What follows belongs to an exercise in optimizing a design on an open flow for small area, a short achievable clock period and few clock cycles per item; a production flow would make more cautious choices.
Where RTL was checked, it was by simulation tests only, not by an equivalence proof against the original.
The RTL of runs 2 and 3 was laid out without a check of its function.

==> flow/design.v <==
package ycrgb_pkg;
	localparam logic [9:0]  RST_COL_MAX = 10'd159;   
	localparam logic [9:0]  RST_ROW_MAX = 10'd119;   
	localparam logic [12:0] RST_ROW_STRIDE = 13'd960;
endpackage
module ycrgb_chroma
(
	input  logic [7:0] cb,    
	input  logic [7:0] cr,    
	output logic [9:0] kr,
	output logic [8:0] kg,
	output logic [9:0] kb
);
	logic signed [5:0] kb_c;    
	always_comb begin
		if ($signed(cb) >= 8'sd117) begin
			kb_c = -6'sd17;
		end else if ($signed(cb) >= 8'sd59) begin
			kb_c = -6'sd18;
		end else if ($signed(cb) >= 8'sd0) begin
			kb_c = -6'sd19;
		end else if ($signed(cb) >= -8'sd58) begin
			kb_c = -6'sd20;
		end else if ($signed(cb) >= -8'sd116) begin
			kb_c = -6'sd21;
		end else begin
			kb_c = -6'sd22;
		end
	end
	assign kb = {cb[7], cb, 1'b0} + {{4{kb_c[5]}}, kb_c};
	wire rw1 = ~cr[5] ^ cr[3];
	wire rw2 = ~cr[5] & cr[3];
	wire rw3 = ~cr[6] ^ cr[4];
	wire rw4 = ~cr[6] & cr[4];
	wire rw5 = cr[7] ^ cr[5] ^ cr[3];
	wire rw6 = (cr[7] & cr[5]) | (cr[7] & cr[3]) | (cr[5] & cr[3]);
	wire rw7 = cr[6] ^ cr[4];
	wire rw8 = cr[6] & cr[4];
	wire rw9 = ~cr[7] ^ cr[5] ^ ~cr[1];
	wire rw10 = (~cr[7] & cr[5]) | (~cr[7] & ~cr[1]) | (cr[5] & ~cr[1]);
	wire rw11 = cr[6] ^ ~cr[2] ^ cr[0];
	wire rw12 = (cr[6] & ~cr[2]) | (cr[6] & cr[0]) | (~cr[2] & cr[0]);
	wire rw13 = ~cr[7] ^ ~cr[3];
	wire rw14 = ~cr[7] & ~cr[3];
	wire rw15 = ~cr[4] ^ cr[2];
	wire rw16 = ~cr[4] & cr[2];
	wire rw17 = ~cr[5] ^ cr[3] ^ ~cr[1];
	wire rw18 = (~cr[5] & cr[3]) | (~cr[5] & ~cr[1]) | (cr[3] & ~cr[1]);
	wire rw19 = ~cr[6] ^ cr[4] ^ ~cr[2];
	wire rw20 = (~cr[6] & cr[4]) | (~cr[6] & ~cr[2]) | (cr[4] & ~cr[2]);
	wire rw21 = cr[7] ^ cr[5] ^ ~cr[3];
	wire rw22 = (cr[7] & cr[5]) | (cr[7] & ~cr[3]) | (cr[5] & ~cr[3]);
	wire rw23 = cr[6] ^ ~cr[4] ^ cr[2];
	wire rw24 = (cr[6] & ~cr[4]) | (cr[6] & cr[2]) | (~cr[4] & cr[2]);
	wire rw25 = ~cr[7] ^ ~cr[5] ^ cr[3];
	wire rw26 = (~cr[7] & ~cr[5]) | (~cr[7] & cr[3]) | (~cr[5] & cr[3]);
	wire rw27 = cr[1] ^ 1'b1;
	wire rw28 = cr[1] & 1'b1;
	wire rw29 = cr[2] ^ rw3 ^ rw2;
	wire rw30 = (cr[2] & rw3) | (cr[2] & rw2) | (rw3 & rw2);
	wire rw31 = 1'b1 ^ rw5 ^ rw4;
	wire rw32 = (1'b1 & rw5) | (1'b1 & rw4) | (rw5 & rw4);
	wire rw33 = ~cr[0] ^ rw7 ^ rw6;
	wire rw34 = (~cr[0] & rw7) | (~cr[0] & rw6) | (rw7 & rw6);
	wire rw35 = 1'b1 ^ rw9 ^ rw8;
	wire rw36 = (1'b1 & rw9) | (1'b1 & rw8) | (rw9 & rw8);
	wire rw37 = 1'b1 ^ rw11 ^ rw10;
	wire rw38 = (1'b1 & rw11) | (1'b1 & rw10) | (rw11 & rw10);
	wire rw39 = cr[1] ^ rw13 ^ rw12;
	wire rw40 = (cr[1] & rw13) | (cr[1] & rw12) | (rw13 & rw12);
	wire rw41 = ~cr[0] ^ rw15 ^ rw14;
	wire rw42 = (~cr[0] & rw15) | (~cr[0] & rw14) | (rw15 & rw14);
	wire rw43 = 1'b1 ^ rw17 ^ rw16;
	wire rw44 = (1'b1 & rw17) | (1'b1 & rw16) | (rw17 & rw16);
	wire rw45 = cr[0] ^ rw19 ^ rw18;
	wire rw46 = (cr[0] & rw19) | (cr[0] & rw18) | (rw19 & rw18);
	wire rw47 = cr[1] ^ rw21 ^ rw20;
	wire rw48 = (cr[1] & rw21) | (cr[1] & rw20) | (rw21 & rw20);
	wire rw49 = 1'b1 ^ rw23 ^ rw22;
	wire rw50 = (1'b1 & rw23) | (1'b1 & rw22) | (rw23 & rw22);
	wire rw51 = 1'b1 ^ rw25 ^ rw24;
	wire rw52 = (1'b1 & rw25) | (1'b1 & rw24) | (rw25 & rw24);
	wire rw53 = ~cr[6] ^ cr[4] ^ rw26;
	wire rw54 = (~cr[6] & cr[4]) | (~cr[6] & rw26) | (cr[4] & rw26);
	wire rw55 = cr[7] ^ cr[5];
	wire rw56 = cr[7] & cr[5];
	wire rw57 = cr[6] ^ 1'b1;
	wire rw58 = cr[6] & 1'b1;
	wire [22:0] rw59 = {1'b1,~cr[7],rw57,rw55,rw53,rw51,rw49,rw47,rw45,rw43,rw41,rw39,rw37,rw35,rw33,rw31,rw29,rw1,1'b0,1'b0,1'b0,1'b0,1'b0};
	wire [22:0] rw60 = {1'b0,rw58,rw56,rw54,rw52,rw50,rw48,rw46,rw44,rw42,rw40,rw38,rw36,rw34,rw32,rw30,rw28,rw27,1'b0,1'b0,1'b0,1'b0,1'b0};
	wire [22:0] rw61 = rw59 + rw60;
	assign kr = {rw61[22],rw61[21],rw61[20],rw61[19],rw61[18],rw61[17],rw61[16],rw61[15],rw61[14],rw61[13]};
	wire gw1 = ~cb[6] ^ cb[3];
	wire gw2 = ~cb[6] & cb[3];
	wire gw3 = cb[7] ^ cb[4];
	wire gw4 = cb[7] & cb[4];
	wire gw5 = cb[5] ^ ~cb[3];
	wire gw6 = cb[5] & ~cb[3];
	wire gw7 = ~cb[4] ^ ~cb[2];
	wire gw8 = ~cb[4] & ~cb[2];
	wire gw9 = ~cb[5] ^ ~cb[3] ^ ~cb[0];
	wire gw10 = (~cb[5] & ~cb[3]) | (~cb[5] & ~cb[0]) | (~cb[3] & ~cb[0]);
	wire gw11 = cr[5] ^ ~cr[1];
	wire gw12 = cr[5] & ~cr[1];
	wire gw13 = ~cb[6] ^ ~cb[4] ^ ~cb[1];
	wire gw14 = (~cb[6] & ~cb[4]) | (~cb[6] & ~cb[1]) | (~cb[4] & ~cb[1]);
	wire gw15 = cr[6] ^ ~cr[2];
	wire gw16 = cr[6] & ~cr[2];
	wire gw17 = cb[7] ^ ~cb[5] ^ ~cb[2];
	wire gw18 = (cb[7] & ~cb[5]) | (cb[7] & ~cb[2]) | (~cb[5] & ~cb[2]);
	wire gw19 = ~cr[7] ^ ~cr[3];
	wire gw20 = ~cr[7] & ~cr[3];
	wire gw21 = ~cb[6] ^ ~cb[3] ^ ~cr[4];
	wire gw22 = (~cb[6] & ~cb[3]) | (~cb[6] & ~cr[4]) | (~cb[3] & ~cr[4]);
	wire gw23 = cb[7] ^ ~cb[4] ^ ~cb[0];
	wire gw24 = (cb[7] & ~cb[4]) | (cb[7] & ~cb[0]) | (~cb[4] & ~cb[0]);
	wire gw25 = ~cb[5] ^ ~cb[1];
	wire gw26 = ~cb[5] & ~cb[1];
	wire gw27 = ~cb[6] ^ ~cb[2] ^ cr[7];
	wire gw28 = (~cb[6] & ~cb[2]) | (~cb[6] & cr[7]) | (~cb[2] & cr[7]);
	wire gw29 = cb[7] ^ ~cb[3];
	wire gw30 = cb[7] & ~cb[3];
	wire gw31 = ~cb[4] ^ cb[1] ^ ~cr[2];
	wire gw32 = (~cb[4] & cb[1]) | (~cb[4] & ~cr[2]) | (cb[1] & ~cr[2]);
	wire gw33 = ~cb[5] ^ cb[2] ^ ~cb[0];
	wire gw34 = (~cb[5] & cb[2]) | (~cb[5] & ~cb[0]) | (cb[2] & ~cb[0]);
	wire gw35 = ~cb[1] ^ ~cr[4] ^ cr[2];
	wire gw36 = (~cb[1] & ~cr[4]) | (~cb[1] & cr[2]) | (~cr[4] & cr[2]);
	wire gw37 = ~cr[0] ^ 1'b1;
	wire gw38 = ~cr[0] & 1'b1;
	wire gw39 = ~cb[2] ^ ~cr[5] ^ cr[3];
	wire gw40 = (~cb[2] & ~cr[5]) | (~cb[2] & cr[3]) | (~cr[5] & cr[3]);
	wire gw41 = ~cr[1] ^ gw3 ^ gw2;
	wire gw42 = (~cr[1] & gw3) | (~cr[1] & gw2) | (gw3 & gw2);
	wire gw43 = ~cr[6] ^ cr[4] ^ ~cr[2];
	wire gw44 = (~cr[6] & cr[4]) | (~cr[6] & ~cr[2]) | (cr[4] & ~cr[2]);
	wire gw45 = 1'b1 ^ gw5 ^ gw4;
	wire gw46 = (1'b1 & gw5) | (1'b1 & gw4) | (gw5 & gw4);
	wire gw47 = cb[6] ^ ~cb[4] ^ cr[7];
	wire gw48 = (cb[6] & ~cb[4]) | (cb[6] & cr[7]) | (~cb[4] & cr[7]);
	wire gw49 = cr[5] ^ ~cr[3] ^ gw6;
	wire gw50 = (cr[5] & ~cr[3]) | (cr[5] & gw6) | (~cr[3] & gw6);
	wire gw51 = ~cb[7] ^ ~cb[5] ^ cr[6];
	wire gw52 = (~cb[7] & ~cb[5]) | (~cb[7] & cr[6]) | (~cb[5] & cr[6]);
	wire gw53 = ~cr[4] ^ 1'b1;
	wire gw54 = ~cr[4] & 1'b1;
	wire gw55 = ~cb[6] ^ ~cr[7] ^ ~cr[5];
	wire gw56 = (~cb[6] & ~cr[7]) | (~cb[6] & ~cr[5]) | (~cr[7] & ~cr[5]);
	wire gw57 = ~cb[2] ^ ~cb[0];
	wire gw58 = ~cb[2] & ~cb[0];
	wire gw59 = ~cb[3] ^ ~cb[1];
	wire gw60 = ~cb[3] & ~cb[1];
	wire gw61 = cr[4] ^ ~cr[0] ^ 1'b1;
	wire gw62 = (cr[4] & ~cr[0]) | (cr[4] & 1'b1) | (~cr[0] & 1'b1);
	wire gw63 = 1'b1 ^ gw9 ^ gw11;
	wire gw64 = (1'b1 & gw9) | (1'b1 & gw11) | (gw9 & gw11);
	wire gw65 = gw13 ^ gw15 ^ gw10;
	wire gw66 = (gw13 & gw15) | (gw13 & gw10) | (gw15 & gw10);
	wire gw67 = gw17 ^ gw19 ^ gw14;
	wire gw68 = (gw17 & gw19) | (gw17 & gw14) | (gw19 & gw14);
	wire gw69 = 1'b1 ^ gw21 ^ gw18;
	wire gw70 = (1'b1 & gw21) | (1'b1 & gw18) | (gw21 & gw18);
	wire gw71 = ~cr[5] ^ 1'b1 ^ gw23;
	wire gw72 = (~cr[5] & 1'b1) | (~cr[5] & gw23) | (1'b1 & gw23);
	wire gw73 = ~cr[6] ^ 1'b1 ^ gw25;
	wire gw74 = (~cr[6] & 1'b1) | (~cr[6] & gw25) | (1'b1 & gw25);
	wire gw75 = ~cr[0] ^ 1'b1 ^ gw27;
	wire gw76 = (~cr[0] & 1'b1) | (~cr[0] & gw27) | (1'b1 & gw27);
	wire gw77 = cb[0] ^ ~cr[1] ^ gw29;
	wire gw78 = (cb[0] & ~cr[1]) | (cb[0] & gw29) | (~cr[1] & gw29);
	wire gw79 = cr[0] ^ 1'b1 ^ gw31;
	wire gw80 = (cr[0] & 1'b1) | (cr[0] & gw31) | (1'b1 & gw31);
	wire gw81 = ~cr[3] ^ cr[1] ^ gw33;
	wire gw82 = (~cr[3] & cr[1]) | (~cr[3] & gw33) | (cr[1] & gw33);
	wire gw83 = gw1 ^ gw35 ^ gw37;
	wire gw84 = (gw1 & gw35) | (gw1 & gw37) | (gw35 & gw37);
	wire gw85 = gw39 ^ gw41 ^ gw36;
	wire gw86 = (gw39 & gw41) | (gw39 & gw36) | (gw41 & gw36);
	wire gw87 = gw43 ^ gw45 ^ gw40;
	wire gw88 = (gw43 & gw45) | (gw43 & gw40) | (gw45 & gw40);
	wire gw89 = gw47 ^ gw49 ^ gw44;
	wire gw90 = (gw47 & gw49) | (gw47 & gw44) | (gw49 & gw44);
	wire gw91 = gw51 ^ gw53 ^ gw48;
	wire gw92 = (gw51 & gw53) | (gw51 & gw48) | (gw53 & gw48);
	wire gw93 = 1'b1 ^ gw55 ^ gw52;
	wire gw94 = (1'b1 & gw55) | (1'b1 & gw52) | (gw55 & gw52);
	wire gw95 = cb[7] ^ ~cr[6] ^ 1'b1;
	wire gw96 = (cb[7] & ~cr[6]) | (cb[7] & 1'b1) | (~cr[6] & 1'b1);
	wire gw97 = cr[2] ^ 1'b1;
	wire gw98 = cr[2] & 1'b1;
	wire gw99 = cr[3] ^ gw59 ^ gw58;
	wire gw100 = (cr[3] & gw59) | (cr[3] & gw58) | (gw59 & gw58);
	wire gw101 = gw7 ^ gw61 ^ gw60;
	wire gw102 = (gw7 & gw61) | (gw7 & gw60) | (gw61 & gw60);
	wire gw103 = gw8 ^ gw63 ^ gw62;
	wire gw104 = (gw8 & gw63) | (gw8 & gw62) | (gw63 & gw62);
	wire gw105 = gw12 ^ gw65 ^ gw64;
	wire gw106 = (gw12 & gw65) | (gw12 & gw64) | (gw65 & gw64);
	wire gw107 = gw16 ^ gw67 ^ gw66;
	wire gw108 = (gw16 & gw67) | (gw16 & gw66) | (gw67 & gw66);
	wire gw109 = gw20 ^ gw69 ^ gw68;
	wire gw110 = (gw20 & gw69) | (gw20 & gw68) | (gw69 & gw68);
	wire gw111 = gw22 ^ gw71 ^ gw70;
	wire gw112 = (gw22 & gw71) | (gw22 & gw70) | (gw71 & gw70);
	wire gw113 = gw24 ^ gw73 ^ gw72;
	wire gw114 = (gw24 & gw73) | (gw24 & gw72) | (gw73 & gw72);
	wire gw115 = gw26 ^ gw75 ^ gw74;
	wire gw116 = (gw26 & gw75) | (gw26 & gw74) | (gw75 & gw74);
	wire gw117 = gw28 ^ gw77 ^ gw76;
	wire gw118 = (gw28 & gw77) | (gw28 & gw76) | (gw77 & gw76);
	wire gw119 = gw30 ^ gw79 ^ gw78;
	wire gw120 = (gw30 & gw79) | (gw30 & gw78) | (gw79 & gw78);
	wire gw121 = gw32 ^ gw81 ^ gw80;
	wire gw122 = (gw32 & gw81) | (gw32 & gw80) | (gw81 & gw80);
	wire gw123 = gw34 ^ gw83 ^ gw82;
	wire gw124 = (gw34 & gw83) | (gw34 & gw82) | (gw83 & gw82);
	wire gw125 = gw38 ^ gw85 ^ gw84;
	wire gw126 = (gw38 & gw85) | (gw38 & gw84) | (gw85 & gw84);
	wire gw127 = gw42 ^ gw87 ^ gw86;
	wire gw128 = (gw42 & gw87) | (gw42 & gw86) | (gw87 & gw86);
	wire gw129 = gw46 ^ gw89 ^ gw88;
	wire gw130 = (gw46 & gw89) | (gw46 & gw88) | (gw89 & gw88);
	wire gw131 = gw50 ^ gw91 ^ gw90;
	wire gw132 = (gw50 & gw91) | (gw50 & gw90) | (gw91 & gw90);
	wire gw133 = gw54 ^ gw93 ^ gw92;
	wire gw134 = (gw54 & gw93) | (gw54 & gw92) | (gw93 & gw92);
	wire gw135 = gw56 ^ gw95 ^ gw94;
	wire gw136 = (gw56 & gw95) | (gw56 & gw94) | (gw95 & gw94);
	wire gw137 = cr[7] ^ 1'b1 ^ gw96;
	wire gw138 = (cr[7] & 1'b1) | (cr[7] & gw96) | (1'b1 & gw96);
	wire [23:0] gw139 = {gw138,gw137,gw135,gw133,gw131,gw129,gw127,gw125,gw123,gw121,gw119,gw117,gw115,gw113,gw111,gw109,gw107,gw105,gw103,gw101,gw99,gw57,1'b0,1'b0};
	wire [23:0] gw140 = {1'b0,gw136,gw134,gw132,gw130,gw128,gw126,gw124,gw122,gw120,gw118,gw116,gw114,gw112,gw110,gw108,gw106,gw104,gw102,gw100,gw98,gw97,1'b0,1'b0};
	wire [23:0] gw141 = gw139 + gw140;
	assign kg = {gw141[23],gw141[22],gw141[21],gw141[20],gw141[19],gw141[18],gw141[17],gw141[16],gw141[15]};
endmodule
module ycrgb_luma
(
	input  logic [7:0] luma,
	output logic [8:0] yy
);
	wire w1 = luma[4] ^ luma[2];
	wire w2 = luma[4] & luma[2];
	wire w3 = luma[5] ^ luma[3] ^ luma[1];
	wire w4 = (luma[5] & luma[3]) | (luma[5] & luma[1]) | (luma[3] & luma[1]);
	wire w5 = luma[6] ^ luma[4];
	wire w6 = luma[6] & luma[4];
	wire w7 = luma[7] ^ luma[5] ^ luma[3];
	wire w8 = (luma[7] & luma[5]) | (luma[7] & luma[3]) | (luma[5] & luma[3]);
	wire w9 = luma[6] ^ luma[4];
	wire w10 = luma[6] & luma[4];
	wire w11 = luma[7] ^ luma[5];
	wire w12 = luma[7] & luma[5];
	wire w13 = luma[7] ^ luma[2];
	wire w14 = luma[7] & luma[2];
	wire w15 = luma[3] ^ luma[1];
	wire w16 = luma[3] & luma[1];
	wire w17 = luma[0] ^ 1'b1 ^ w1;
	wire w18 = (luma[0] & 1'b1) | (luma[0] & w1) | (1'b1 & w1);
	wire w19 = 1'b1 ^ w3 ^ w2;
	wire w20 = (1'b1 & w3) | (1'b1 & w2) | (w3 & w2);
	wire w21 = luma[2] ^ w5 ^ w4;
	wire w22 = (luma[2] & w5) | (luma[2] & w4) | (w5 & w4);
	wire w23 = luma[0] ^ w7 ^ w6;
	wire w24 = (luma[0] & w7) | (luma[0] & w6) | (w7 & w6);
	wire w25 = luma[1] ^ w9 ^ w8;
	wire w26 = (luma[1] & w9) | (luma[1] & w8) | (w9 & w8);
	wire w27 = luma[2] ^ w11 ^ w10;
	wire w28 = (luma[2] & w11) | (luma[2] & w10) | (w11 & w10);
	wire w29 = luma[6] ^ luma[3] ^ w12;
	wire w30 = (luma[6] & luma[3]) | (luma[6] & w12) | (luma[3] & w12);
	wire w31 = luma[7] ^ luma[4];
	wire w32 = luma[7] & luma[4];
	wire [20:0] w33 = {1'b0,luma[7],luma[6],luma[5],w31,w29,w27,w25,w23,w21,w19,w17,w15,luma[0],luma[6],luma[5],1'b0,1'b0,1'b0,1'b0,1'b0};
	wire [20:0] w34 = {1'b0,1'b0,1'b0,w32,w30,w28,w26,w24,w22,w20,w18,w16,w14,w13,luma[1],luma[0],1'b0,1'b0,1'b0,1'b0,1'b0};
	wire [20:0] w35 = w33 + w34;
	assign yy = {w35[20],w35[19],w35[18],w35[17],w35[16],w35[15],w35[14],w35[13],w35[12]};
endmodule
module ycbcr420_to_rgb_flip_core
#(
	parameter int MAX_WIDTH  = 2048,
	parameter int MAX_HEIGHT = 2048
) (
	input  logic        clk,
	input  logic        arst_n,
	input  logic        wr_en,
	input  logic [1:0]  wr_index,
	input  logic [12:0] wr_data,
	input  logic        s_tvalid,
	output logic        s_tready,
	input  logic [47:0] s_tdata,
	output logic        m_tvalid,
	input  logic        m_tready,
	output logic [71:0] m_tdata,
	output logic        m_tlast,
	output logic        m_tuser
);
	function automatic logic [7:0] sat8(input logic signed [10:0] v);
		if (v[10]) begin
			sat8 = 8'd0;
		end else if (v[9] | v[8]) begin
			sat8 = 8'd255;
		end else begin
			sat8 = v[7:0];
		end
	endfunction
	logic        ph;        
	logic        v1;
	logic        v2;
	logic        ld2;
	logic        r2_free;
	logic        ov;
	logic        olast;     
	logic        addr_ok;
	logic        adv;       
	logic        r1_free;
	logic        ld1;
	logic        ld1_in;    
	logic        ld_lo;
	logic        acc;
	logic        skid_v;    
	logic [7:0]  sk_a;
	logic [7:0]  sk_b;
	assign adv      = v2 && (!ov || m_tready) && addr_ok;
	assign r2_free  = !v2 || adv;
	assign ld2      = v1 && r2_free;
	assign r1_free  = !v1 || ld2;
	assign ld1      = r1_free && (skid_v || s_tvalid);
	assign ld1_in   = r1_free && !skid_v && s_tvalid;
	assign ld_lo    = adv && !olast;
	assign s_tready = ph && !skid_v;
	assign acc      = s_tvalid && s_tready;
	always_ff @(posedge clk or negedge arst_n) begin
		if (!arst_n) begin
			ph     <= 1'b0;
			skid_v <= 1'b0;
			v1     <= 1'b0;
			v2     <= 1'b0;
			ov     <= 1'b0;
			olast  <= 1'b1;
		end else begin
			if (ld1_in || acc) begin
				ph <= !ph;
			end
			if (acc && !r1_free) begin
				skid_v <= 1'b1;
			end else if (r1_free) begin
				skid_v <= 1'b0;
			end
			if (r1_free) begin
				v1 <= skid_v || s_tvalid;
			end
			if (r2_free) begin
				v2 <= v1;
			end
			if (adv) begin
				ov    <= 1'b1;
				olast <= !olast;
			end else if (m_tready) begin
				ov    <= 1'b0;
			end
		end
	end
	always_ff @(posedge clk) begin
		if (acc && !r1_free) begin
			sk_a <= s_tdata[23:16];
			sk_b <= s_tdata[31:24];
		end
	end
	logic [7:0] ya_q;
	logic [7:0] yb_q;
	logic [7:0] cb_q;
	logic [7:0] cr_q;
	always_ff @(posedge clk) begin
		if (ld1) begin
			ya_q <= skid_v ? sk_a : (ph ? s_tdata[23:16] : s_tdata[7:0]);
			yb_q <= skid_v ? sk_b : (ph ? s_tdata[31:24] : s_tdata[15:8]);
		end
		if (ld1_in) begin
			cb_q <= s_tdata[39:32];
			cr_q <= s_tdata[47:40];
		end
	end
	logic [8:0]        yy_a;
	logic [8:0]        yy_b;
	logic signed [9:0] kr;
	logic signed [8:0] kg;
	logic signed [9:0] kb;
	ycrgb_luma u_luma_a (.luma(ya_q), .yy(yy_a));
	ycrgb_luma u_luma_b (.luma(yb_q), .yy(yy_b));
	ycrgb_chroma u_chroma (
		.cb (cb_q ^ 8'h80),
		.cr (cr_q ^ 8'h80),
		.kr (kr),
		.kg (kg),
		.kb (kb)
	);
	logic [8:0]        yy_a_q;
	logic [8:0]        yy_b_q;
	logic signed [9:0] kr_q;
	logic signed [8:0] kg_q;
	logic signed [9:0] kb_q;
	always_ff @(posedge clk) begin
		if (ld2) begin
			yy_a_q <= yy_a;
			yy_b_q <= yy_b;
			kr_q   <= kr;
			kg_q   <= kg;
			kb_q   <= kb;
		end
	end
	function automatic logic [10:0] add11(input logic [10:0] a, input logic [10:0] b);
		logic c;
		c = 1'b0;
		for (int i = 0; i < 11; i++) begin
			add11[i] = a[i] ^ b[i] ^ c;
			c        = (a[i] & b[i]) | (c & (a[i] ^ b[i]));
		end
	endfunction
	logic [9:0]  cm;        
	logic [9:0]  rm;        
	logic [12:0] stride;
	logic [9:0]  col;       
	logic [9:0]  row;       
	logic        lc_q;      
	logic        lr_q;      
	logic        lr_q2;
	logic        wr_q;      
	logic        clamp;
	logic        lc_adv;
	logic        lr_adv;
	logic [23:0] base;      
	logic        bvalid;
	logic        bstart;
	logic [3:0]  bcnt;
	logic        kbit_q;
	logic        st_q;
	logic [9:0]  wr_max;
	logic [9:0]  col_n;
	logic [9:0]  row_n;
	logic [9:0]  kmul;
	logic [15:0] kmul_x;
	logic [23:0] badd_a;
	logic [23:0] badd_b;
	logic [23:0] badd;
	logic        row_step;
	logic        wr_geo;
	function automatic logic ge10(input logic [9:0] a, input logic [9:0] b);
		logic c;
		c = 1'b1;
		for (int i = 0; i < 10; i++) begin
			c = (a[i] & ~b[i]) | ((a[i] | ~b[i]) & c);
		end
		ge10 = c;
	endfunction
	function automatic logic [9:0] inc10(input logic [9:0] a);
		logic c;
		c = 1'b1;
		for (int i = 0; i < 10; i++) begin
			inc10[i] = a[i] ^ c;
			c        = a[i] & c;
		end
	endfunction
	logic [9:0] col_p1;
	logic [9:0] row_p1;
	assign col_p1 = inc10(col);
	assign row_p1 = inc10(row);
	always_comb begin
		if (wr_data[10:0] == 11'd0) begin
			wr_max = 10'd0;
		end else if (wr_data[10]) begin
			wr_max = 10'd1023;
		end else begin
			wr_max = wr_data[9:0] - 10'd1;
		end
	end
	assign wr_geo = wr_en && (wr_index != 2'd3);
	always_ff @(posedge clk or negedge arst_n) begin
		if (!arst_n) begin
			cm     <= ycrgb_pkg::RST_COL_MAX;
			rm     <= ycrgb_pkg::RST_ROW_MAX;
			stride <= ycrgb_pkg::RST_ROW_STRIDE;
		end else if (wr_en) begin
			case (wr_index)
				2'd0: cm     <= wr_max;
				2'd1: rm     <= wr_max;
				2'd2: stride <= wr_data;
				default: ;
			endcase
		end
	end
	assign row_step = ld_lo && lc_q && !lr_q;
	assign clamp    = !bvalid && !wr_q && !wr_geo;
	assign lc_adv   = lc_q ? (cm == 10'd0) : ge10(col_p1, cm);
	assign lr_adv   = lc_q ? (lr_q ? (rm == 10'd0) : ge10(row_p1, rm)) : lr_q;
	always_comb begin
		col_n = col;
		row_n = row;
		if (ld_lo) begin
			if (lc_q) begin
				col_n = 10'd0;
				row_n = lr_q ? 10'd0 : row_p1;
			end else begin
				col_n = col_p1;
			end
		end else if (clamp) begin
			if (lc_q) begin
				col_n = cm;
			end
			if (lr_q) begin
				row_n = rm;
			end
		end
	end
	always_ff @(posedge clk or negedge arst_n) begin
		if (!arst_n) begin
			col   <= '0;
			row   <= '0;
			lc_q  <= 1'b0;
			lr_q  <= 1'b0;
			lr_q2 <= 1'b0;
			wr_q  <= 1'b0;
		end else begin
			col   <= col_n;
			row   <= row_n;
			if (ld_lo) begin
				lc_q <= lc_adv;
				lr_q <= lr_adv;
			end else begin
				lc_q <= (clamp && lc_q) || ge10(col, cm);
				lr_q <= (clamp && lr_q) || ge10(row, rm);
			end
			lr_q2 <= lr_q;
			wr_q  <= wr_geo;
		end
	end
	assign kmul   = lr_q ? rm : (rm - row);
	assign kmul_x = {6'd0, kmul};
	assign bstart = st_q || wr_q || (lr_q && !lr_q2);
	logic [14:0] badd_lo;
	logic [9:0]  bhi_dec;
	logic [9:0]  bhi_inc;
	assign badd_a  = bvalid ? base : {base[22:0], 1'b0};
	assign badd_b  = bvalid ? ~(24'({stride, 1'b0})) : (kbit_q ? 24'({stride, 1'b0}) : 24'd0);
	assign badd_lo = {1'b0, badd_a[13:0]} + {1'b0, badd_b[13:0]} + 15'(bvalid);
	assign bhi_dec = base[23:14] - 10'd1;
	assign bhi_inc = base[22:13] + 10'd1;
	always_comb begin
		if (bvalid) begin
			badd = {badd_lo[14] ? base[23:14] : bhi_dec, badd_lo[13:0]};
		end else begin
			badd = {badd_lo[14] ? bhi_inc : base[22:13], badd_lo[13:0]};
		end
	end
	always_ff @(posedge clk or negedge arst_n) begin
		if (!arst_n) begin
			bvalid <= 1'b0;
			bcnt   <= 4'd10;
			st_q   <= 1'b1;
		end else begin
			st_q <= 1'b0;
			if (bstart) begin
				bvalid <= 1'b0;
				bcnt   <= 4'd10;
			end else if (!bvalid) begin
				if (bcnt == 4'd0) begin
					bvalid <= 1'b1;
				end
				bcnt <= bcnt - 4'd1;
			end
		end
	end
	always_ff @(posedge clk) begin
		if (bstart) begin
			base   <= '0;
			kbit_q <= 1'b0;
		end else begin
			if (!bvalid || row_step) begin
				base <= badd;
			end
			kbit_q <= kmul_x[bcnt - 4'd1];
		end
	end
	assign addr_ok = olast ? (bvalid || lr_q) : 1'b1;
	logic [47:0] opix;
	logic [23:0] ooff;
	logic        ouser;
	logic [23:0] up_off;
	logic [23:0] bsel;
	logic [13:0] up_lo;
	logic [13:0] lo_lo;
	logic [10:0] bsel_inc;
	logic [10:0] ooff_inc;
	logic [23:0] lo_off;
	assign bsel     = lr_q ? 24'd0 : base;
	assign up_lo    = {1'b0, bsel[12:0]} + 14'({col, 2'b00}) + 14'({col, 1'b0});
	assign bsel_inc = bsel[23:13] + 11'd1;
	assign up_off   = {up_lo[13] ? bsel_inc : bsel[23:13], up_lo[12:0]};
	assign lo_lo    = {1'b0, ooff[12:0]} + {1'b0, stride};
	assign ooff_inc = ooff[23:13] + 11'd1;
	assign lo_off   = {lo_lo[13] ? ooff_inc : ooff[23:13], lo_lo[12:0]};
	always_ff @(posedge clk) begin
		if (adv) begin
			opix[7:0]   <= sat8(add11(11'(yy_a_q), 11'(kr_q)));
			opix[15:8]  <= sat8(add11(11'(yy_a_q), 11'(kg_q)));
			opix[23:16] <= sat8(add11(11'(yy_a_q), 11'(kb_q)));
			opix[31:24] <= sat8(add11(11'(yy_b_q), 11'(kr_q)));
			opix[39:32] <= sat8(add11(11'(yy_b_q), 11'(kg_q)));
			opix[47:40] <= sat8(add11(11'(yy_b_q), 11'(kb_q)));
			ooff        <= olast ? up_off : lo_off;
			ouser       <= !olast && lc_q && lr_q;
		end
	end
	assign m_tvalid = ov;
	assign m_tlast  = olast;
	assign m_tuser  = ouser;
	assign m_tdata  = {ooff, opix};
endmodule
==> flow/flow/run.sh <==
#!/bin/bash
# The standard layout, with repair_timing aiming below the clock period
# (setup margin) so the critical paths are sized and buffered, and the port
# buffers made from the smallest buffer cell (repair sizes them up as needed).
set -euo pipefail
bash standard.sh SETUP_SLACK_MARGIN=7.15 "BUFFER_PORTS_ARGS=-buffer_cell sky130_fd_sc_hd__buf_1" finish > make.log 2>&1
==> flow/standard.sh <==
#!/bin/bash
# synth_recipe.tcl (not shown) runs the flow's synth.tcl, then flattens the netlist and writes it again
# the make line also repeats each setting of config.mk as NAME=value (left out here)
make -C /OpenROAD-flow-scripts/flow DESIGN_CONFIG=/design/flow/config.mk WORK_HOME=/design/flow/orfs CLKGATE_MAP_FILE= SYNTH_SCRIPT=/design/flow/synth_recipe.tcl "${@:-finish}"
==> flow/config.mk <==
export PLATFORM = sky130hd
export DESIGN_NAME = ycbcr420_to_rgb_flip_core
export DESIGN_NICKNAME = ycbcr420_to_rgb_flip_core
export VERILOG_FILES = /design/flow/design.v
export SDC_FILE = /design/flow/constraint.sdc
export NUM_CORES = 4
export LEC_CHECK = 0
export CAP_MARGIN = 20
export CORE_MARGIN = 2
export CORE_UTILIZATION = 40
export CTS_BUF_LIST = sky130_fd_sc_hd__clkbuf_8
export CTS_CLUSTER_DIAMETER = 100
export CTS_CLUSTER_SIZE = 12
export SLEW_MARGIN = 20
==> flow/constraint.sdc <==
create_clock -name core_clock -period 11.0 [get_ports {clk}]
set_input_delay 2.2000 -clock core_clock [delete_from_list [all_inputs] [get_ports {clk}]]
set_output_delay 2.2000 -clock core_clock [all_outputs]
set_load 0.01 [all_outputs]
==> impl_metrics.csv, run 1 <==
group,metric,value,unit
logic_synthesis,yosysMostFrequentCell,"inv_1",
finish,synthToLayoutAreaGrowth,15.6,%
routing,via_count,15100,
global_routing,grt_pass1_vias,15000,
cts,cts_made_buffers,26,
sta,skew,25.8,ps
routing,antenna_left,0,
routing,viasPerCell,5.29,
floorplanning,dieArea,52400,um2
worst_hold_path,hold_path_class,"reg2reg",
cts,cts_sinks,262,
setup_path,crit_required,11380,ps
routing,dr.pass1.iters,5,
logic_synthesis,synth_top_area_share,0.249,
setup_path,crit_type,"reg2reg",
cts,path_clk_slew,90,ps
logic_synthesis,seq_area_frac_synth,0.361,
placed_design,post-dp-hpwl,38.3,mm
logic_synthesis,synth_area_leaders,"edfxtp_1 (25%), ha_1 (13%), fa_1 (13%)",
routing,detail_route.wirelength,52.2,mm
sta,finalSetupViolCount,0,
global_routing,grt_max_degree,70,
setup_path,r2r_slack,7000,ps
global_routing,antenna_found_initial,1,
setup_path,reg2reg_to,"kg_q[7]",
logic_synthesis,synth-xor-area-share,0.0476,
logic_synthesis,synth-seq-cells,262,
logic_synthesis,yosysWarningCount,2,
logic_synthesis,synthesis.area_per_instance,10.3,um2
cts,htree_levels,1,
logic_synthesis,synth_compound_area_frac,0.122,
finish,postLayoutCoreUtil,0.467,
sta,post-route-period-util,0.364,
worst_hold_path,hold_depth,2,
placed_design,gp_congestion,0.891,
flow_run,maxCapViolCount,0,
routing,wl_per_cell,18.3,um
floorplanning,coreArea,50100,um2
setup_path,rr_worst_depth,15,
finish,antenna_cells,0,
sta,max_slew_margin,0.322,
placed_design,dp.cells,2734,
logic_synthesis,yosys.area_share.simple,0.114,
logic_synthesis,synth.distinct_cells,83,
worst_hold_path,hold_start,"base[9]",
cts,clockRootBuffer,"clkbuf_8",
logic_synthesis,syn_inst,1962,
finish,drive_gt1_frac,0.163,
logic_synthesis,synth_area,20200,um2
setup_path,start_kind,"flip-flop",
routing,drt-initial-drc-count,750,
setup_path,crit_arrival,4380,ps
floorplanning,die_y,229,um
finish,nFillCells,4674,
floorplanning,io-pin-count,144,
logic_synthesis,postSynthNetCount,2379,
logic_synthesis,synthMuxAreaShare,0.0322,
cts,clock_path_buffers,3,
logic_synthesis,ys_async_sr_fraction,0.263,
worst_hold_path,holdPathEnd,"base[9]",
cts,insertion_delay,630,ps
routing,drcViolationCount,0,
global_routing,grt_first_pass_wirelength,81.3,mm
floorplanning,rows,82,
status,status,"timing/DRC/antenna clean",
cts,cts_tree,"yes",
global_routing,grtUsageTotal,0.194,
finish,nNetsFinal,2576,
sta,min_period,4000,ps
sta,fin_tns_setup,0,ps
sta,slew_viol_final,0,
logic_synthesis,synth_top_family_by_area,"adder cells",
floorplanning,start_util,0.404,
finish,stdcell_count,2851,
logic_synthesis,synth_fa_ha_area_frac,0.268,
sta,fmax,0.250,GHz
sta,worstMarginPinSlew,1020,ps
logic_synthesis,synth_edf_count,168,
setup_path,end_kind,"flip-flop",
global_routing,grt_remaining_overflow,0,
sta,rsz0062_at_grt,"true",
floorplanning,die_width,229,um
logic_synthesis,synth_top_area_cell,"edfxtp_1",
setup_path,r2r-start,"cb_q[5]",
logic_synthesis,synthTopCellsByCount,"inv_1 (243), ha_1 (217), nor2_1 (179), edfxtp_1 (168), nand2_1 (133)",
setup_path,worstPathMaxFanout,4,
placed_design,io_buffers,143,
logic_synthesis,synth_ff_type,"edfxtp_1",
sta,finalHoldViolCount,0,
-- cells by family after synthesis --
kind of cell | count (synthesis)
other | 1
AO/OA/AOI/OAI | 382
adder cells (fa/ha/maj) | 355
buffers and inverters | 296
AND/OR/NAND/NOR | 498
XOR/XNOR | 110
multiplexers | 58
flip-flops | 262
-- metal layers --
metal  share of wire  track usage  routed length [um]  up-vias
met5         0.00013            0                   7        -
met4           0.021       0.0457                1120        2
li1                -            -                   -     7204
met2            0.48        0.319               24900      345
met1            0.45        0.267               23600     7445
met3           0.050       0.0321                2620       77
-- worst max-delay path: stages, from the launching register on --
cell      delay, ps
edfxtp_1        440
inv_4            70
buf_12          130
fa_1            490
fa_1            490
inv_1            50
fa_1            490
inv_2            40
ha_4            210
o21a_1          210
a21o_1          190
o41a_1          470
nand4_1         140
nand3b_1        140
a21oi_2         150
xnor2_1          70
-- registers in the layout (all words and copies together), names as in the netlist, 13 cells and up --
register  count
base         24
ooff         24
opix         48
stride       13
-- layout by cell type, fill, tap and decap left out, types with 24 or more instances in the layout --
master    Yosys  layout
nand3_1      24      24
xor2_1       37      37
ha_1        217     194
buf_4         1      60
fa_2          0      53
a21oi_1      99      96
buf_1         5     142
nor3_1       48      47
nand2_1     133     126
o22ai_1      25      25
inv_1       243     235
o21ai_0      85      84
nor2_2        0      24
dfxtp_1      25      25
mux2_2       27      27
nor2b_1      26      25
fa_1        132      79
xnor2_1      73      72
nor2_1      179     150
clkbuf_8      0      28
edfxtp_1    168     168
mux2i_1      28      28
dfrtp_1      49      46
-- metrics by stage --
stage	cell area [um2]	hold WS, ps	setup WS [ps]
after floorplan	20300	412	6980
after global placement	21600	447	6480
after detailed placement	21600	457	6430
after CTS	22700	485	7010
after global routing	23400	507	6890
final	23400	485	7000
-- worst max path at each step --
stage                     startpoint  endpoint  cells past startpoint
after floorplan             m_tready  ooff[13]                      5
after detailed placement    m_tready  base[21]                     10
final                        cb_q[5]   kg_q[7]                     15
after global routing         cb_q[7]   kg_q[7]                     13
after global placement      m_tready  base[21]                     10
after CTS                    cb_q[5]   kg_q[7]                     15
-- what timing repair did --
item / CTS / global route
endpoints found under the setup margin: 62 / 69
hold buffers: 0 / 0
resized for setup: 79 / 118
pin swaps: 41 / 66
buffers inserted: 44 / 25
-- final cells by class --
class,instances,area [um2],area share
Tap cell,672,841,0.0360
Multi-Input combinational cell,1404,12600,0.539
Timing Repair Buffer,221,1200,0.0513
Inverter,244,951,0.0407
Sequential cell,262,7310,0.312
Clock buffer,28,385,0.0165
Clock inverter,20,86.3,0.00369
Testbench counts, summed over its fixed seeds: cycles 19,304, items 9,600.
==> run 2: changes to the inputs <==
--- a/flow/design.v
+++ b/flow/design.v
@@ -586,16 +586,14 @@
 	logic        ouser;
-	logic [23:0] up_off;
-	logic [23:0] bsel;
-	logic [13:0] up_lo;
-	logic [13:0] lo_lo;
-	logic [10:0] bsel_inc;
-	logic [10:0] ooff_inc;
-	logic [23:0] lo_off;
-	assign bsel     = lr_q ? 24'd0 : base;
-	assign up_lo    = {1'b0, bsel[12:0]} + 14'({col, 2'b00}) + 14'({col, 1'b0});
-	assign bsel_inc = bsel[23:13] + 11'd1;
-	assign up_off   = {up_lo[13] ? bsel_inc : bsel[23:13], up_lo[12:0]};
-	assign lo_lo    = {1'b0, ooff[12:0]} + {1'b0, stride};
-	assign ooff_inc = ooff[23:13] + 11'd1;
-	assign lo_off   = {lo_lo[13] ? ooff_inc : ooff[23:13], lo_lo[12:0]};
+	logic [23:0] offa;
+	logic [12:0] offb;
+	logic [10:0] offc;
+	logic [13:0] off_lo;
+	logic [10:0] offa_inc;
+	logic [23:0] off_n;
+	assign offa     = olast ? (lr_q ? 24'd0 : base) : ooff;
+	assign offb     = olast ? 13'({col, 2'b00}) : stride;
+	assign offc     = olast ? {col, 1'b0} : 11'd0;
+	assign off_lo   = {1'b0, offa[12:0]} + {1'b0, offb} + 14'(offc);
+	assign offa_inc = offa[23:13] + 11'd1;
+	assign off_n    = {off_lo[13] ? offa_inc : offa[23:13], off_lo[12:0]};
 	always_ff @(posedge clk) begin
@@ -608,3 +606,3 @@
 			opix[47:40] <= sat8(add11(11'(yy_b_q), 11'(kb_q)));
-			ooff        <= olast ? up_off : lo_off;
+			ooff        <= off_n;
 			ouser       <= !olast && lc_q && lr_q;
--- a/flow/flow/run.sh
+++ b/flow/flow/run.sh
@@ -5,2 +5,2 @@
 set -euo pipefail
-bash standard.sh SETUP_SLACK_MARGIN=7.15 "BUFFER_PORTS_ARGS=-buffer_cell sky130_fd_sc_hd__buf_1" finish > make.log 2>&1
+bash standard.sh SETUP_SLACK_MARGIN=7.0 "BUFFER_PORTS_ARGS=-buffer_cell sky130_fd_sc_hd__buf_1" finish > make.log 2>&1
--- a/flow/config.mk
+++ b/flow/config.mk
@@ -11,4 +11,2 @@
 export CTS_BUF_LIST = sky130_fd_sc_hd__clkbuf_8
-export CTS_CLUSTER_DIAMETER = 100
-export CTS_CLUSTER_SIZE = 12
 export SLEW_MARGIN = 20
==> run 2 against run 1 <==
Net effect: routed wire length rose by 3.1%; worst hold slack got worse by 7.1 ps; die area did not move; synthesized cell count rose by 0.92%; maximum frequency fell by 1.3%; critical path type unchanged; critical endpoint is now kg_q[8].
==> impl_metrics.csv, run 2 <==
group,metric,value,unit
setup_path,start_kind,"flip-flop",
placed_design,gp_congestion,0.902,
sta,fin_tns_setup,0,ps
global_routing,grt_max_degree,70,
cts,htree_levels,2,
global_routing,grtUsageTotal,0.204,
finish,nFillCells,4663,
sta,fin_ws,6950,ps
flow_run,maxCapViolCount,0,
routing,via_count,15300,
logic_synthesis,synthTopCellsByCount,"inv_1 (262), ha_1 (205), edfxtp_1 (168), nand2_1 (156), nor2_1 (145)",
logic_synthesis,synth_ff_type,"edfxtp_1",
finish,seqCellArea,7300,um2
global_routing,grt_remaining_overflow,0,
finish,regMostFlops,"opix",
logic_synthesis,synth_top_area_cell,"edfxtp_1",
sta,post-route-period-util,0.368,
setup_path,crit_path_cell_trace,"inv_4, ha_4, inv_2, fa_1, inv_2, fa_1, fa_1, inv_2, ha_4, buf_4, and4_1, o2111a_1, or2_1, o21a_1, o311a_1",
floorplanning,rows,82,
logic_synthesis,synth_top_area_share,0.249,
sta,fmax,0.247,GHz
cts,cts_hold_buffers,0,
setup_path,cp_slowest_stage_delay,560,ps
floorplanning,die_width,229,um
sta,worstMarginPinSlew,1050,ps
floorplanning,io-pin-count,144,
setup_path,slowest_stage,"fa_1",
finish,antenna_cells,0,
finish,multi_input_area,12200,um2
logic_synthesis,yosysMostFrequentCell,"inv_1",
finish,mostFrequentLayoutCells,"inv_1 (252), ha_1 (187), edfxtp_1 (168)",
logic_synthesis,synthesis.area_per_instance,10.2,um2
sta,min_period,4050,ps
sta,skew,45.8,ps
placed_design,dp_slack,5970,ps
sta,rsz0062_at_grt,"true",
global_routing,antenna_found_initial,0,
sta,slew_viol_final,0,
sta,finalHoldViolCount,0,
routing,antenna_left,0,
logic_synthesis,synth.distinct_cells,83,
setup_path,crit_type,"reg2reg",
floorplanning,dieArea,52400,um2
setup_path,crit_required,11370,ps
logic_synthesis,syn_inst,1980,
routing,wl_per_cell,18.5,um
routing,drt-initial-drc-count,840,
finish,reg.largest.list,"opix (48), base (24), ooff (24)",
finish,nNetsFinal,2597,
finish,drive_gt1_frac,0.149,
floorplanning,start_util,0.404,
finish,synthToLayoutAreaGrowth,17.5,%
floorplanning,coreArea,50100,um2
placed_design,post-dp-hpwl,38.8,mm
logic_synthesis,seq_area_frac_synth,0.361,
cts,path_clk_slew,70,ps
logic_synthesis,yosysWarningCount,2,
logic_synthesis,synth_area,20200,um2
cts,clock_path_buffers,3,
global_routing,grt_pass1_vias,15600,
finish,mostFrequentLayoutCell,"inv_1",
sta,max_slew_margin,0.300,
status,status,"timing/DRC/antenna clean",
sta,finalSetupViolCount,0,
logic_synthesis,synth_area_leaders,"edfxtp_1 (25%), fa_1 (13%), ha_1 (13%)",
logic_synthesis,synth_edf_count,168,
cts,cts_made_buffers,48,
logic_synthesis,ys_async_sr_fraction,0.263,
logic_synthesis,synth-seq-cells,262,
cts,insertion_delay,630,ps
logic_synthesis,postSynthNetCount,2385,
routing,dr.pass1.iters,5,
floorplanning,die_y,229,um
routing,detail_route.wirelength,53.8,mm
routing,drcViolationCount,0,
cts,clockRootBuffer,"clkbuf_8",
cts,cts_sinks,262,
placed_design,io_buffers,143,
setup_path,worstPathMaxFanout,4,
worst_hold_path,hold_path_class,"reg2reg",
global_routing,grt_first_pass_wirelength,84.7,mm
routing,viasPerCell,5.27,
setup_path,crit_arrival,4420,ps
sta,worst_hold_slack,478,ps
finish,largest_reg_flops,48,
cts,cts_tree,"yes",
setup_path,end_kind,"flip-flop",
[run 2: changes by cell type after synthesis, sizes merged, moves of 9 or more]
cell	change
xor2	-14
nand2	+22
a31oi	+9
nor4	+11
ha	-12
a22oi	-12
xnor2	-15
o22ai	-15
o2111ai	+9
a21boi	+9
inv	+20
nor2	-34
[run 2: critical path, delay by kind of cell (launching register included)]
family / cells / cell delay (ps)
buffers and inverters: 5 / 330
adders and majority gates: 5 / 2010
DFF: 1 / 420
and+or+nand+nor: 2 / 380
AOI/OAI and AO/OA: 3 / 660
[run 2: final cells by class]
cell class,count,share of cell area
Multi-Input combinational cell,1395,0.512
Clock buffer,56,0.0324
Tap cell,672,0.0354
Timing Repair Buffer,221,0.0554
Clock inverter,34,0.0146
Inverter,264,0.0434
Sequential cell,262,0.307
[run 2: cells by family after synthesis]
group           share of synthesized area
fa+ha+maj                           0.264
flops                               0.361
other cells                      0.000185
simple gates                        0.118
mux                                0.0299
compound gates                      0.132
buf+inv                            0.0606
xor+xnor                           0.0351
[run 2: path summary, 6_finish.rpt]
check / depth (start not counted) / start / to / slack [ps]
worst max-delay path: 15 / cb_q[7] / kg_q[8] / 6950
worst min-delay path: 1 / v1 / v2 / 480
worst max register to register: 15 / cb_q[7] / kg_q[8] / 6950
worst min register to register: 1 / v1 / v2 / 480
max in group asynchronous: 2 / arst_n / row[7] / 8550
min in group asynchronous: 2 / arst_n / stride[11] / 1800
[run 2: timing repair]
| item | CTS | global route |
|---|---|---|
| endpoints found under the setup margin | 24 | 67 |
| resized for setup | 48 | 77 |
| cloned | 4 | 1 |
| pin swaps | 9 | 30 |
| setup buffers | 43 | 15 |
[run 2: per-stage QoR]
step,area [um2],instances,utilization
6_report,23800,2904,0.475
5_1_grt,23800,2904,0.475
4_1_cts,23300,2888,0.465
3_5_place_dp,21600,2751,0.430
3_3_place_gp,21500,2751,0.430
2_1_floorplan,20300,1980,-
[run 2: per-layer routing]
layer | GRT usage | wire, um | up-vias
met4 | 0.0534 | 1060 | 0
met3 | 0.0403 | 3390 | 72
met1 | 0.272 | 23700 | 7457
met2 | 0.340 | 25600 | 456
met5 | 0 | 0 | -
li1 | - | - | 7329
==> run 3: changes to the inputs <==
--- a/flow/config.mk
+++ b/flow/config.mk
@@ -11,2 +11,4 @@
 export CTS_BUF_LIST = sky130_fd_sc_hd__clkbuf_8
+export CTS_CLUSTER_DIAMETER = 100
+export CTS_CLUSTER_SIZE = 12
 export SLEW_MARGIN = 20
==> run 3 against run 2 <==
Net effect: still clean on timing, DRC and antenna; maximum frequency hardly changed; sequential cell count unchanged; global-route usage is 0.49 points lower; routed wire length decreased by 1.1%; critical path type unchanged; largest cell class unchanged.
==> impl_metrics.csv, run 3 <==
group,metric,value,unit
status,status,"timing/DRC/antenna clean",
finish,nFillCells,4696,
floorplanning,rows,82,
logic_synthesis,synth_ff_type,"edfxtp_1",
floorplanning,coreArea,50100,um2
logic_synthesis,synthesis.area_per_instance,10.2,um2
cts,clock_path_buffers,3,
floorplanning,dieArea,52400,um2
setup_path,start_kind,"flip-flop",
logic_synthesis,synth_area_leaders,"edfxtp_1 (25%), fa_1 (13%), ha_1 (13%)",
placed_design,post-dp-hpwl,38.8,mm
routing,antenna_left,0,
sta,fmax,0.247,GHz
global_routing,grtUsageTotal,0.199,
finish,synthToLayoutAreaGrowth,15.1,%
sta,finalHoldViolCount,0,
setup_path,end_kind,"flip-flop",
cts,cts_made_buffers,26,
worst_hold_path,holdPathEnd,"base[4]",
logic_synthesis,synth_area,20200,um2
setup_path,crit_type,"reg2reg",
finish,drive_gt1_frac,0.135,
global_routing,antenna_found_initial,0,
setup_path,crit_arrival,4400,ps
routing,detail_route.wirelength,53.2,mm
logic_synthesis,synth-seq-cells,262,
logic_synthesis,synth.distinct_cells,83,
global_routing,grt_pass1_vias,15300,
finish,nNetsFinal,2585,
floorplanning,start_util,0.404,
cts,cts_hold_buffers,0,
routing,viasPerCell,5.29,
logic_synthesis,synth_top_area_share,0.249,
sta,worstMarginPinSlew,1070,ps
logic_synthesis,postSynthNetCount,2385,
global_routing,grt_first_pass_wirelength,83.3,mm
worst_hold_path,hold_depth,2,
cts,htree_levels,1,
routing,wl_per_cell,18.5,um
sta,min_period,4060,ps
cts,insertion_delay,620,ps
placed_design,io_buffers,143,
finish,seqCellArea,7300,um2
routing,dr.pass1.iters,5,
routing,via_count,15200,
finish,reg.largest.list,"opix (48), base (24), ooff (24)",
flow_run,maxCapViolCount,0,
sta,fin_ws,6940,ps
routing,drcViolationCount,0,
logic_synthesis,synth_edf_count,168,
floorplanning,die_y,229,um
global_routing,grt_max_degree,70,
sta,slew_viol_final,0,
placed_design,dp_slack,5970,ps
finish,mostFrequentLayoutCells,"inv_1 (258), ha_1 (188), edfxtp_1 (168)",
logic_synthesis,yosysWarningCount,2,
setup_path,worstPathMaxFanout,4,
finish,regMostFlops,"opix",
sta,fin_tns_setup,0,ps
finish,postLayoutCoreUtil,0.465,
logic_synthesis,ys_async_sr_fraction,0.263,
logic_synthesis,syn_inst,1980,
cts,clockRootBuffer,"clkbuf_8",
sta,finalSetupViolCount,0,
setup_path,crit_required,11340,ps
logic_synthesis,synthTopCellsByCount,"inv_1 (262), ha_1 (205), edfxtp_1 (168), nand2_1 (156), nor2_1 (145)",
cts,cts_tree,"yes",
finish,multi_input_area,12200,um2
sta,rsz0062_at_grt,"true",
sta,post-route-period-util,0.369,
logic_synthesis,yosysMostFrequentCell,"inv_1",
setup_path,r2r-start,"cb_q[7]",
cts,cts_sinks,262,
setup_path,rr_worst_depth,17,
worst_hold_path,hold_path_class,"reg2reg",
sta,skew,35.7,ps
floorplanning,die_width,229,um
finish,mostFrequentLayoutCell,"inv_1",
cts,path_clk_slew,100,ps
setup_path,r2r_slack,6940,ps
setup_path,reg2reg_to,"kg_q[6]",
sta,max_slew_margin,0.288,
logic_synthesis,seq_area_frac_synth,0.361,
floorplanning,io-pin-count,144,
setup_path,crit_start,"cb_q[7]",
worst_hold_path,hold_start,"base[4]",
placed_design,gp_congestion,0.902,
finish,antenna_cells,0,
finish,largest_reg_flops,48,
logic_synthesis,synth_top_area_cell,"edfxtp_1",
routing,drt-initial-drc-count,860,
global_routing,grt_remaining_overflow,0,
==> run 3: critical path: stages, from the launching register on <==
cell	delay [ps]
edfxtp_1	430
inv_4	70
ha_4	260
inv_2	30
fa_1	510
inv_2	40
fa_1	470
fa_1	560
inv_2	50
ha_4	220
a21oi_2	110
nor2b_1	50
o21ai_1	160
o21ai_2	90
or2_1	260
o21a_1	210
buf_4	140
xor2_1	150
==> run 3: cell families (layout without fill, tap and decap cells) <==
| group | count (synthesis) | count (layout) | synth area share |
|---|---|---|---|
| simple gates | 500 | 500 | 0.118 |
| compound gates | 406 | 406 | 0.132 |
| fa+ha+maj | 350 | 350 | 0.264 |
| buf+inv | 323 | 543 | 0.0606 |
| flops | 262 | 262 | 0.361 |
| xor+xnor | 81 | 81 | 0.0351 |
| mux | 57 | 57 | 0.0299 |
| other cells | 1 | 1 | 0.000185 |
==> run 3: worst max-delay path by stage <==
stage | endpoint | slack [ps] | depth (start not counted)
floorplan | ooff[0] | 6910 | 3
global placement | ooff[14] | 6010 | 16
detailed placement | ooff[14] | 5970 | 16
CTS | opix[4] | 6970 | 14
global route | kg_q[6] | 6840 | 16
finish | kg_q[6] | 6940 | 17
==> run 3: timing repair <==
item / in CTS / in global routing
gates resized for setup: 49 / 77
gates cloned: 3 / 4
endpoints found under the setup margin: 24 / 71
pin swaps: 9 / 38
buffers inserted: 43 / 23
==> run 3: stage by stage <==
stage               hold WS, ps  std cells  area, um2
floorplan                   353       1980      20300
global placement            453       2751      21500
detailed placement          459       2751      21600
CTS                         471       2845      22700
global route                518       2872      23300
finish                      489       2872      23300
==> run 3: area by class of cell <==
class / count / share of cell area
multi-input cells: 1395 / 0.523
clock inverters: 18 / 0.00516
clock buffers: 30 / 0.0177
inverters: 264 / 0.0440
flip-flops and latches: 262 / 0.313
well taps: 672 / 0.0361
repair buffers: 231 / 0.0611
==> run 3: metal layers <==
metal  track usage  wire, um
met4        0.0390       969
met3        0.0329      3160
met1         0.270     23700
met5             0         0
met2         0.338     25400

==> what the ideal ports hide <==
Ports are ideal in the flow. The routed layouts listed here were re-timed in OpenROAD.
Step 1: set_driving_cell puts a clkbuf_16 on clk and a buf_2 on each other input, an assumption about the parent block.
Step 2 also shifts input and output timing later by t, the mid clock arrival at the registers, as if the neighbouring blocks saw the same clock.
Slacks: no drivers / after step 1 / after step 2; pairs: no drivers / after step 1.
run | t (ns) | slack for setup (ns) | worst hold slack (ns) | worst setup path after step 2 | clock arrival spread, ns
run 1 | 0.663 | 7.001 / 7.001 / 6.646 | 0.485 / 0.485 / 0.485 | input to register | 0.026 / 0.026
run 2 | 0.666 | 6.947 / 6.947 / 6.510 | 0.478 / 0.478 / 0.478 | input to register | 0.046 / 0.047
run 3 | 0.657 | 6.945 / 6.945 / 6.548 | 0.489 / 0.489 / 0.489 | input to register | 0.040 / 0.040
After both steps setup and hold are still met in every run listed. For run 2, which loses most, drivers alone change the setup slack by 0.000 ns; drivers and shift together by -0.437 ns.
